This design comes from an exercise in tuning for small area, a short achievable clock period and few clock cycles on the open sky130 flow, not from production work. The RTL was checked by simulation tests, not by an equivalence proof against the original design. Power is estimated from default activity; no workload was simulated.

==> flow/design.v <==
package edt_pkg;
  localparam int MAX_LEN_DEF = 16;
  localparam logic REG_BASE_LEN   = 1'b0;
  localparam logic REG_TARGET_LEN = 1'b1;
  localparam logic [1:0] KIND_MATCH  = 2'd0;
  localparam logic [1:0] KIND_INSERT = 2'd1;
  localparam logic [1:0] KIND_REMOVE = 2'd2;
  typedef enum logic [1:0] {
    FS_IDLE,
    FS_RUN,
    FS_DONE
  } fstate_t;
endpackage
module edt_cell #(
  parameter int MAX_LEN = edt_pkg::MAX_LEN_DEF
) (
  input  logic [MAX_LEN-1:0]     v_in,
  input  logic [MAX_LEN-1:0][7:0] base,
  input  logic [MAX_LEN-1:0]     base_on,
  input  logic [7:0]             sym,
  output logic [MAX_LEN-1:0]     v_out
);
  logic [MAX_LEN-1:0] m, u;
  always_comb begin
    for (int i = 0; i < MAX_LEN; i++) begin
      m[i] = base_on[i] && (base[i] == sym);
    end
    u     = v_in & m;
    v_out = (v_in + u) | (v_in & ~m);
  end
endmodule
module indel_edit_distance_traceback #(
  parameter int MAX_LEN = edt_pkg::MAX_LEN_DEF
) (
  input  logic         clk,
  input  logic         rst,
  input  logic         cfg_we,
  input  logic         cfg_index,
  input  logic [4:0]   cfg_data,
  input  logic         load_valid,
  output logic         load_ready,
  input  logic [3:0]   load_position,
  input  logic [7:0]   load_base_symbol,
  input  logic [7:0]   load_target_symbol,
  input  logic         load_last_load,
  output logic         result_valid,
  input  logic         result_ready,
  output logic [1:0]   result_op_kind,
  output logic [7:0]   result_op_symbol,
  output logic signed [4:0] result_base_index,
  output logic [5:0]   result_distance,
  output logic         result_last_op
);
  logic [4:0] base_length, target_length;
  logic [4:0] blen_eff, tlen_eff;
  assign blen_eff = (base_length > 5'd16) ? 5'd16 : base_length;
  assign tlen_eff = (target_length > 5'd16) ? 5'd16 : target_length;
  always_ff @(posedge clk) begin
    if (rst) begin
      base_length   <= 5'd15;
      target_length <= 5'd15;
    end else if (cfg_we) begin
      if (cfg_index == edt_pkg::REG_TARGET_LEN) target_length <= cfg_data;
      else base_length <= cfg_data;
    end
  end
  logic             ready_q;
  logic [15:0][7:0] bstore, tstore;
  logic             ps_v;            
  logic [4:0]       ps_b, ps_t;
  logic             wb_v;            
  logic [3:0]       wb_p;
  logic [7:0]       wb_t;
  logic             f_busy;
  logic [4:0]       f_b, f_t, f_r;
  logic [15:0]      f_v;
  logic             f_par;
  logic [15:0][7:0] f_base;
  logic [15:0][15:0] ring_v;
  logic [15:0][7:0]  ring_t;
  logic             t_act;
  logic [4:0]       t_x, t_y;
  logic             t_par;
  logic [5:0]       t_dist;
  logic [15:0][7:0] t_base;
  logic       load_fire, start, ld_tw, ld_unsafe, wb_unsafe, tw_en;
  logic [3:0] tw_p;
  logic [7:0] tw_d;
  assign load_ready = ready_q;
  assign load_fire  = load_valid && ready_q;
  assign start      = load_fire && load_last_load;
  assign ld_tw      = {1'b0, load_position} < tlen_eff;
  assign ld_unsafe  = f_busy && ({1'b0, load_position} < f_t) && ({1'b0, load_position} >= f_r);
  assign wb_unsafe  = f_busy && ({1'b0, wb_p} < f_t) && ({1'b0, wb_p} >= f_r);
  assign tw_en = wb_v ? !wb_unsafe : (load_fire && ld_tw && !ld_unsafe);
  assign tw_p  = wb_v ? wb_p : load_position;
  assign tw_d  = wb_v ? wb_t : load_target_symbol;
  always_ff @(posedge clk) begin
    if (load_fire && ({1'b0, load_position} < blen_eff)) begin
      bstore[load_position] <= load_base_symbol;
    end
    if (tw_en) begin
      tstore[tw_p] <= tw_d;
    end
    if (load_fire) begin
      wb_p <= load_position;
      wb_t <= load_target_symbol;
    end
    if (start) begin
      ps_b <= blen_eff;
      ps_t <= tlen_eff;
    end
  end
  logic [15:0] f_on, f_vn, f_zero;
  logic [7:0]  f_sym;
  logic        f_more, ring_ok, f_step, f_start, xfer, tr_free;
  logic [3:0]  f_slot;
  logic [4:0]  f_lcs;
  logic [5:0]  f_dist;
  assign f_sym  = tstore[f_r[3:0]];
  always_comb begin
    for (int i = 0; i < 16; i++) f_on[i] = (5'(i) < f_b);
  end
  edt_cell #(.MAX_LEN(16)) u_row (
    .v_in   (f_v),
    .base   (f_base),
    .base_on(f_on),
    .sym    (f_sym),
    .v_out  (f_vn)
  );
  assign f_more  = (f_r != f_t);
  assign ring_ok = !t_act || ((6'(f_r) + 6'(t_x)) <= 6'd15);
  assign f_step  = f_busy && f_more && ring_ok;
  assign f_slot  = f_r[3:0] ^ {4{f_par}};
  assign f_zero = ~f_v & f_on;
  always_comb begin
    f_lcs = '0;
    for (int i = 0; i < 16; i++) f_lcs = f_lcs + 5'(f_zero[i]);
  end
  assign f_dist = 6'(f_b) + 6'(f_t) - {f_lcs, 1'b0};
  assign xfer    = f_busy && !f_more && tr_free;
  assign f_start = ps_v && (!f_busy || xfer);
  always_ff @(posedge clk) begin
    if (rst) begin
      f_busy <= 1'b0;
      ps_v   <= 1'b0;
      wb_v   <= 1'b0;
    end else begin
      if (f_start) f_busy <= 1'b1;
      else if (xfer) f_busy <= 1'b0;
      if (start) ps_v <= 1'b1;
      else if (f_start) ps_v <= 1'b0;
      if (wb_v) begin
        if (!wb_unsafe) wb_v <= 1'b0;
      end else if (load_fire && ld_tw && ld_unsafe) begin
        wb_v <= 1'b1;
      end
    end
  end
  always_ff @(posedge clk) begin
    if (rst) begin
      ready_q <= 1'b1;
    end else begin
      ready_q <= !((wb_v && wb_unsafe) || (!wb_v && load_fire && ld_tw && ld_unsafe) ||
                   start || (ps_v && !f_start));
    end
  end
  always_ff @(posedge clk) begin
    if (f_start) begin
      f_b    <= ps_b;
      f_t    <= ps_t;
      f_r    <= '0;
      f_v    <= '1;
      f_par  <= ~f_par;
      f_base <= bstore;
    end else if (f_step) begin
      f_r <= f_r + 5'd1;
      f_v <= f_vn;
    end
    if (f_step) begin
      ring_v[f_slot] <= f_vn;
      ring_t[f_slot] <= f_sym;
    end
  end
  logic [3:0] t_slot, ysel;
  logic [15:0] t_row;
  logic [7:0] t_tsym, t_bsym, sym;
  logic       eq, emit_fire, t_last;
  logic [1:0] kind;
  logic [4:0] nx, ny;
  assign t_slot = (t_x[3:0] - 4'd1) ^ {4{t_par}};
  assign ysel   = t_y[3:0] - 4'd1;
  assign t_row  = ring_v[t_slot];
  assign t_tsym = ring_t[t_slot];
  assign t_bsym = t_base[ysel];
  assign eq     = (t_tsym == t_bsym);
  always_comb begin
    nx   = t_x;
    ny   = t_y;
    kind = edt_pkg::KIND_REMOVE;
    sym  = t_tsym;
    if (t_y == '0) begin
      nx = t_x - 5'd1;
    end else if (t_x == '0) begin
      kind = edt_pkg::KIND_INSERT;
      sym  = t_bsym;
      ny   = t_y - 5'd1;
    end else if (eq) begin
      kind = edt_pkg::KIND_MATCH;
      nx   = t_x - 5'd1;
      ny   = t_y - 5'd1;
    end else if (t_row[ysel]) begin
      kind = edt_pkg::KIND_INSERT;
      sym  = t_bsym;
      ny   = t_y - 5'd1;
    end else begin
      nx = t_x - 5'd1;
    end
  end
  assign t_last    = (nx == '0) && (ny == '0);
  assign emit_fire = t_act && (!result_valid || result_ready);
  assign tr_free   = !t_act || (emit_fire && t_last);
  always_ff @(posedge clk) begin
    if (rst) begin
      t_act <= 1'b0;
    end else if (xfer) begin
      t_act <= (f_b != '0) || (f_t != '0);
    end else if (emit_fire && t_last) begin
      t_act <= 1'b0;
    end
  end
  always_ff @(posedge clk) begin
    if (xfer) begin
      t_x    <= f_t;
      t_y    <= f_b;
      t_par  <= f_par;
      t_dist <= f_dist;
      t_base <= f_base;
    end else if (emit_fire) begin
      t_x <= nx;
      t_y <= ny;
    end
  end
  always_ff @(posedge clk) begin
    if (rst) begin
      result_valid <= 1'b0;
    end else if (emit_fire) begin
      result_valid <= 1'b1;
    end else if (result_ready) begin
      result_valid <= 1'b0;
    end
  end
  always_ff @(posedge clk) begin
    if (emit_fire) begin
      result_op_kind    <= kind;
      result_op_symbol  <= sym;
      result_base_index <= t_y - 5'd1;
      result_distance   <= t_dist;
      result_last_op    <= t_last;
    end
  end
endmodule
==> flow/run.sh <==
#!/bin/bash
# synth_recipe.tcl (not shown) runs the flow's synth.tcl, then flattens the netlist and writes it again
# the make line also repeats each setting of config.mk as NAME=value (left out here)
make -C /OpenROAD-flow-scripts/flow DESIGN_CONFIG=/design/flow/config.mk WORK_HOME=/design/flow/orfs CLKGATE_MAP_FILE= SYNTH_SCRIPT=/design/flow/synth_recipe.tcl finish
==> flow/config.mk <==
export PLATFORM = sky130hd
export DESIGN_NAME = indel_edit_distance_traceback
export DESIGN_NICKNAME = indel_edit_distance_traceback
export VERILOG_FILES = /design/flow/design.v
export SDC_FILE = /design/flow/constraint.sdc
export NUM_CORES = 4
export LEC_CHECK = 0
export CAP_MARGIN = 20
export CORE_MARGIN = 2
export CORE_UTILIZATION = 40
export SLEW_MARGIN = 20
==> flow/constraint.sdc <==
create_clock -name core_clock -period 7.0 [get_ports {clk}]
set_input_delay 1.4000 -clock core_clock [delete_from_list [all_inputs] [get_ports {clk}]]
set_output_delay 1.4000 -clock core_clock [all_outputs]
set_load 0.01 [all_outputs]
==> notes.md <==
where the power goes:
group / switching [W] / internal, W
clock: 0.00243 / 0.00314
sequential: 0.000303 / 0.00723
combinational: 0.00249 / 0.00151
total: 0.00522 / 0.0119
layout by cell type (no fill, tap or decap), types with 15 or more instances in the layout:
cell type / netlist / final
a211o_1: 17 / 17
a21oi_1: 177 / 173
a22o_1: 101 / 101
a31oi_1: 19 / 19
and3_1: 18 / 18
buf_12: 0 / 15
buf_4: 14 / 133
clkbuf_1: 191 / 27
clkbuf_16: 0 / 108
clkdlybuf4s50_1: 0 / 55
clkinv_1: 1 / 23
clkinv_2: 0 / 15
dfxtp_1: 37 / 35
edfxtp_1: 968 / 968
fa_1: 15 / 15
ha_1: 52 / 51
inv_1: 83 / 80
mux2_2: 45 / 44
mux2i_1: 56 / 55
mux4_2: 282 / 282
nand2_1: 592 / 574
nand2_2: 0 / 16
nand2b_1: 26 / 26
nand3_1: 51 / 51
nand4_1: 27 / 27
nor2_1: 214 / 213
nor2b_1: 16 / 16
nor3_1: 34 / 34
nor4_1: 22 / 22
o21ai_0: 437 / 435
xnor2_1: 129 / 128
xor2_1: 21 / 20
how the worst min path moves through the flow:
stage               slack (ns)                to               from  cells after the start
CTS                       0.40  f_b[1]$_DFFE_PP_  ps_b[1]$_DFFE_PP_                      0
floorplan                 0.40  f_b[0]$_DFFE_PP_  ps_b[0]$_DFFE_PP_                      0
global placement          0.40  f_b[1]$_DFFE_PP_  ps_b[1]$_DFFE_PP_                      0
detailed placement        0.40  f_b[1]$_DFFE_PP_  ps_b[1]$_DFFE_PP_                      0
global route              0.42  f_b[1]$_DFFE_PP_  ps_b[1]$_DFFE_PP_                      0
finish                    0.40  f_b[1]$_DFFE_PP_  ps_b[1]$_DFFE_PP_                      0
per-stage QoR:
step	TNS, ns	total power [W]	instance area [µm²]
finish	0	0.0171	57300
CTS	0	0.0172	57300
global route	0	0.0178	57300
global placement	0	0.0116	53900
floorplan	-58.09	0.0103	51100
detailed placement	0	0.0116	53900
state kept, by name (all words and copies together) (netlist names), 6 cells and up:
| signal | flops |
|---|---|
| wb_t | 8 |
| ring_t | 128 |
| ring_v | 256 |
| f_base | 128 |
| bstore | 128 |
| t_base | 128 |
| tstore | 128 |
| t_dist | 6 |
| result_op_symbol | 8 |
| f_v | 16 |
| result_distance | 6 |
layout make-up:
class                           instances  area [µm²]
Inverter                               87         345
Multi-Input combinational cell       2541       19800
Clock buffer                          139        2860
Sequential cell                      1005       29800
Timing Repair Buffer                  205        1880
Fill cell                           11443       68600
Tap cell                             1650        2060
Clock inverter                         56         533
synthesized netlist by cell type (8+ instances only):
| library cell | instances |
|---|---|
| nor2b_1 | 16 |
| o21a_1 | 9 |
| nand3_1 | 51 |
| fa_1 | 15 |
| a21boi_0 | 12 |
| nor4_1 | 22 |
| o22ai_1 | 15 |
| o21ai_0 | 437 |
| dfxtp_1 | 37 |
| nand2b_1 | 26 |
| edfxtp_1 | 968 |
| ha_1 | 52 |
| buf_2 | 45 |
| a21o_1 | 14 |
| inv_1 | 83 |
| a31oi_1 | 19 |
| xor2_1 | 21 |
| and3_1 | 18 |
| a22o_1 | 101 |
| clkbuf_1 | 191 |
| a21oi_1 | 177 |
| xnor2_1 | 129 |
| mux4_2 | 282 |
| nand3b_1 | 8 |
| a32oi_1 | 14 |
| buf_1 | 11 |
| nor2_1 | 214 |
| nand2_1 | 592 |
| nand4_1 | 27 |
| mux2i_1 | 56 |
| and2_1 | 11 |
| buf_4 | 14 |
| a211o_1 | 17 |
| nor3_1 | 34 |
| buf_6 | 8 |
| mux2_2 | 45 |
layer usage:
layer  vias up  global-route usage, %  wire length, µm  share of wire, %
met2      1349                   33.4            65300                46
met1     16839                   31.8            63200                44
met3       261                   2.78             9680               6.8
met5         -                      0                0                 0
li1      14998                      -                -                 -
met4         0                   7.54             4840               3.4
cell families after synthesis:
| logic type | Yosys count | synth area share [%] |
|---|---|---|
| DFF | 1005 | 58.5 |
| AOI/OAI and AO/OA | 876 | 10.3 |
| buffers and inverters | 356 | 2.97 |
| and+or+nand+nor | 1063 | 9.10 |
| adders and majority gates | 67 | 1.87 |
| xor gates and xnor gates | 151 | 2.62 |
| muxes | 384 | 14.6 |
==> notes.md <==
status finished clean; 1st-iter DRT viols 3,596; Final nets ~4,000; Core Footprint roughly 0.13 mm²; Mean Syn Cell Area 13.0 µm²; initial antenna violation count 5; post-cts resize count 0; unrepaired setup endpoints after global routing no; Top FF cell, synth edfxtp_1; peak supply drop between 0.2 and 0.3 mV; Vias approximately 33,000; via/cell ratio between 5 and 6; Mapped Area slightly above 0.05 mm²; LEAKAGE approximately 20 nW; worst r2r dst t_base[126]$_DFFE_PP_; largest cells by area after synthesis edfxtp_1, mux4_2, nand2_1; Netlist cell types 88; WL/cell between 20 and 30 µm; RePlAce Congestion 0.911; largest net degree at the start of global routing between 100 and 150; row count 130; Seq/Total Area, Yosys slightly below 60%; Ant. Diodes 0; cts bufs inserted around 110; Seq cells post-synth roughly 1,000; R2R setup slack roughly 0.51 ns; DP Worst Slack 0.589 ns; initial core utilization between 40% and 50%; total congestion overflow 0; async set-reset flop share out of synthesis 0%; CP Capture Point t_base[126]$_DFFE_PP_; CP Cell Sequence inv_1 -> ha_1 -> xnor3_4 -> mux4_2 -> nor3_1 -> nor4_1 -> nor2_1 -> o311a_1 -> or3b_1 -> nand2_4 -> a21oi_4 -> mux2_4 -> a41oi_4 -> or2_4 -> clkinvlp_4 -> buf_12; clock root cell clkbuf_16; Die H 361 µm; I/O Buffers 55; chip width around 360 µm; top-area cell type share of the netlist area 57.1%; WL final between 100,000 and 150,000 µm; full die area approximately 0.13 mm²; Clk pin slew, worst setup/hold paths approximately 0.06 ns; Post-synth EDFFs 968; DPL Wire Length around 94,000 µm; Skew-Pair Late Insertion Delay around 0.73 ns; Setup crit start t_x[1]$_DFFE_PP_; worst slew pin tran ~1.1 ns; synthesized instance count about 3,900; hold_buf cts 0; MaxCap Viol Count 0; global-route wire length before repair around 210,000 µm; Hold WC Path Type flop to flop; Final min period 6.49 ns; Worst Path Arrival about 6.9 ns; CTS sink cnt about 1,000; vias in the first global route between 30,000 and 40,000; critical path peak fanout 37; leading area contributor after synthesis edfxtp_1; pwr/cell area roughly 300 mW/mm²; Critical Path RT about 7.5 ns; Max Fclk approximately 150 MHz; critical path depth 16; synth warn 2; CP delay by family, top simple AND/OR/NAND/NOR gates; critical path's slowest cell xnor3_4; Hold Slack 0.397 ns; GRT Overall Usage 21.7%; dpl cells approximately 5,500; Post-Syn Nets about 4,000; Util after Layout 45.5%; Fin. Hold Viols 0; crit start category flop; Setup crit end kind flop; R2R depth 16; CTS tree yes; Slew Limit Fails 0; DR DRC count 0; layout cell share with drive strength beyond 1 17.2%; post-route ant nets 0; slew margin rel. between 20% and 30%; Final period util between 90% and 100%; # setup viols final 0; crit path buf inv count 3; final worst slack 0.510 ns; Worst Setup Path Type flop to flop; Area Overhead vs Synth 12.5%; 1st-pass router iterations 6; Final Non-Filler Cells about 5,700; reg2reg start t_x[1]$_DFFE_PP_; Worst Skew around 0.035 ns; clock buffer depth 3; postcts setup bufs 0; H-tree depth 3; max incr delay on CP ~0.76 ns; # IOs between 50 and 60
Testbench counts, summed over its fixed seeds: cycles 24,206.

static timing again, ports no longer ideal:
No port has a modelled driver above. Below, the same layout with a new extraction and two added sets of constraints.
Step 1: set_driving_cell puts a clkbuf_16 on clk and a buf_2 on each other input, an assumption about the parent block.
Step 2 also shifts input and output timing later by t, the mid clock arrival at the registers, as if the neighbouring blocks saw the same clock.
Slacks: ideal ports / drivers / drivers and shift; pairs: ideal ports / drivers.
t (ns): 0.784
setup slack, ns: 0.510 / 0.510 / 0.510
worst slew at a driven data input, ns: 0.05
After both steps this run still meets setup and hold. The setup slack of this run moves by 0.000 ns with the drivers and by 0.000 ns with both steps.
